Context: an optimization exercise on an open-source flow, tuned for small area, a short achievable clock period and few clock cycles. The choices shown serve that exercise and are no tape-out recipe.
Where RTL was checked, it was by simulation tests only, not by an equivalence proof against the original.
Power figures rest on the tool's default switching activity, not on a simulated workload. No driver is modelled on the clock port, so clocking that relies on it looks cheaper here than on a real chip.

Design pcie_queue_top, start of the top module:
module pcie_queue_top (
    input  logic           pcie_clk,
    input  logic           pcie_reset_n,
    input  logic [4:0]     nb_queues,
    input  logic [17:0]    pcie_address,
    input  logic           pcie_write,
    input  logic           pcie_read,
    input  logic [511:0]   pcie_writedata,
    input  logic [63:0]    pcie_byteenable,
    output logic [511:0]   pcie_readdata,
    output logic           pcie_readdatavalid,
    input  logic           dma_done,
    input  logic [31:0]    new_tail,
    output logic [2:0]     active_queue,
    output logic [31:0]    active_tail,
    output logic [31:0]    active_head,
    output logic [63:0]    active_kmem_addr,
    output logic           frb_read,
    output logic [11:0]    frb_address,
    input  logic [511:0]   frb_readdata,
    input  logic           frb_readvalid
);
Settings: LEC_CHECK=0, CAP_MARGIN=20, CORE_AREA=100 100 520 520, DIE_AREA=0 0 620 620, SLEW_MARGIN=20, SYNTH_HIERARCHICAL=1; clock period 5.0 ns.
run.sh (not shown) runs the stock make flow with config.mk's settings and CLKGATE_MAP_FILE= SYNTH_SCRIPT=/design/flow/synth_recipe.tcl, a recipe that flattens the netlist after the stock synthesis.
==> next run, changes <==
CORE_AREA = 10 10 410 410   (was 100 100 520 520)
DIE_AREA = 0 0 420 420   (was 0 0 620 620)
With this change the flow did not get past I/O pin placement (3_2_place_iop) with PPL-0024.
Area after synthesis stays the same.
Synthesized cell count stays the same.
==> next run, changes <==
CORE_AREA = 100 100 520 520   (was 10 10 410 410)
DIE_AREA = 0 0 620 620   (was 0 0 420 420)
SETUP_SLACK_MARGIN = 2.5   (was not set)
With this change the flow completed with no timing, DRC or antenna violations.
Area after synthesis stays the same.
Synthesized cell count stays the same.
Function was not checked in any run of this note: the RTL went through the layout flow alone.

Another version of the RTL of pcie_queue_top (not shown whole).
Size in the first run: ~3,900 cells after synthesis, ~1,800 flip-flops, roughly 63,000 um^2 of cells after synthesis.
Settings: LEC_CHECK=0, CAP_MARGIN=20, CORE_AREA=20 20 400 400, CTS_CLUSTER_DIAMETER=80, CTS_CLUSTER_SIZE=30, DIE_AREA=0 0 420 420, SETUP_SLACK_MARGIN=2.5, SLEW_MARGIN=20, SYNTH_HIERARCHICAL=1; clock period 5.0 ns.
standard.sh (not shown) runs the stock make flow with config.mk's settings and CLKGATE_MAP_FILE= SYNTH_SCRIPT=/design/flow/synth_recipe.tcl, a recipe that flattens the netlist after the stock synthesis.
==> flow/flow/run.sh <==
#!/bin/bash
# Standard ORFS layout, with the port buffers made of the smallest buffer cell
# (every input and output port still gets its own buffer) and the IO pins
# allowed on every routing track, so the die can be smaller.
set -euo pipefail
cd "$(dirname "$0")/.."
bash standard.sh \
  "BUFFER_PORTS_ARGS=-buffer_cell sky130_fd_sc_hd__buf_1" \
  "PLACE_PINS_ARGS=-min_distance 1 -min_distance_in_tracks" \
  finish > make_finish.log 2>&1
The starting point went through all stages and came out clean.
Testbench counts at the start, summed over its fixed seeds: cycles 3,208.
Change:
==> flow/flow/run.sh (replaced) <==
#!/bin/bash
# Standard ORFS layout, with the port buffers made of the smallest buffer cell
# (every input and output port still gets its own buffer), the IO pins
# allowed on every routing track so the die can be smaller, and a clock tree
# built without dummy balancing loads.
set -euo pipefail
cd "$(dirname "$0")/.."
bash standard.sh \
  "BUFFER_PORTS_ARGS=-buffer_cell sky130_fd_sc_hd__buf_1" \
  "PLACE_PINS_ARGS=-min_distance 1 -min_distance_in_tracks" \
  "CTS_ARGS=-sink_clustering_enable -repair_clock_nets -sink_clustering_size 30 -sink_clustering_max_diameter 80 -dont_use_dummy_load" \
  finish > make_finish.log 2>&1
--- a/flow/config.mk
+++ b/flow/config.mk
@@ -7,8 +7,8 @@
 export LEC_CHECK = 0
 export CAP_MARGIN = 20
-export CORE_AREA = 20 20 400 400
+export CORE_AREA = 15 15 345 345
 export CTS_CLUSTER_DIAMETER = 80
 export CTS_CLUSTER_SIZE = 30
-export DIE_AREA = 0 0 420 420
+export DIE_AREA = 0 0 360 360
 export SETUP_SLACK_MARGIN = 2.5
 export SLEW_MARGIN = 20
=> The changed run finished clean. Worst setup slack degrades by 0.011 ns. Die area falls by a quarter to a third. Routed wire length falls by about a fifth. Area after synthesis is unchanged.
Change:
--- a/flow/config.mk
+++ b/flow/config.mk
@@ -7,8 +7,8 @@
 export LEC_CHECK = 0
 export CAP_MARGIN = 20
-export CORE_AREA = 15 15 345 345
+export CORE_AREA = 15 15 375 375
 export CTS_CLUSTER_DIAMETER = 80
 export CTS_CLUSTER_SIZE = 30
-export DIE_AREA = 0 0 360 360
+export DIE_AREA = 0 0 390 390
 export SETUP_SLACK_MARGIN = 2.5
 export SLEW_MARGIN = 20
The changed run passed the timing, DRC and antenna checks; sequential power barely changes; wire length went up by 23%; clock-buffer cell count went up by 9; total power went up by 2.7%; register-to-register slack loses 0.03 ns; critical path depth does not change; worst hold slack loses 0.023 ns; die area went up by 17%; non-clock buffer count went down by 6; via count went up by 2.2%; first-iteration DRC count went up by 1.3%.

[what the ideal ports hide]
No port has a modelled driver above. Below, the same layouts with a new extraction and two added sets of constraints.
Step 1 assumes that a clkbuf_16 drives the clock port and a buf_2 every other input.
Step 2, shift: input delay + t, output delay - t, t = (earliest + latest rising clock arrival at the registers) / 2. This alone moves slack from input paths to output paths.
Slacks: no drivers / after step 1 / after step 2; pairs: no drivers / after step 1.
| run | t, ns | setup slack, ns | latest minus earliest clock arrival (ns) | worst register clock-pin slew, ns | worst data-port slew with drivers (ns) |
|---|---|---|---|---|---|
| the first run of note 1 | 0.896 | 1.355 / 1.271 / 0.605 | 0.044 / 0.044 | 0.06 / 0.06 | 0.43 |
| the third run of note 1 | 0.891 | 2.418 / 2.305 / 1.538 | 0.050 / 0.050 | 0.06 / 0.06 | 0.39 |
| the first run of note 2 | 0.797 | 2.475 / 2.418 / 1.702 | 0.048 / 0.048 | 0.12 / 0.12 | 0.22 |
| the second run of note 2 | 0.749 | 2.465 / 2.408 / 1.725 | 0.048 / 0.048 | 0.12 / 0.12 | 0.17 |
| the third run of note 2 | 0.784 | 2.479 / 2.417 / 1.702 | 0.060 / 0.060 | 0.12 / 0.12 | 0.24 |
After both steps every run listed still meets setup and hold. For the third run of note 1, which loses most, drivers alone change the setup slack by -0.113 ns; drivers and shift together by -0.880 ns.
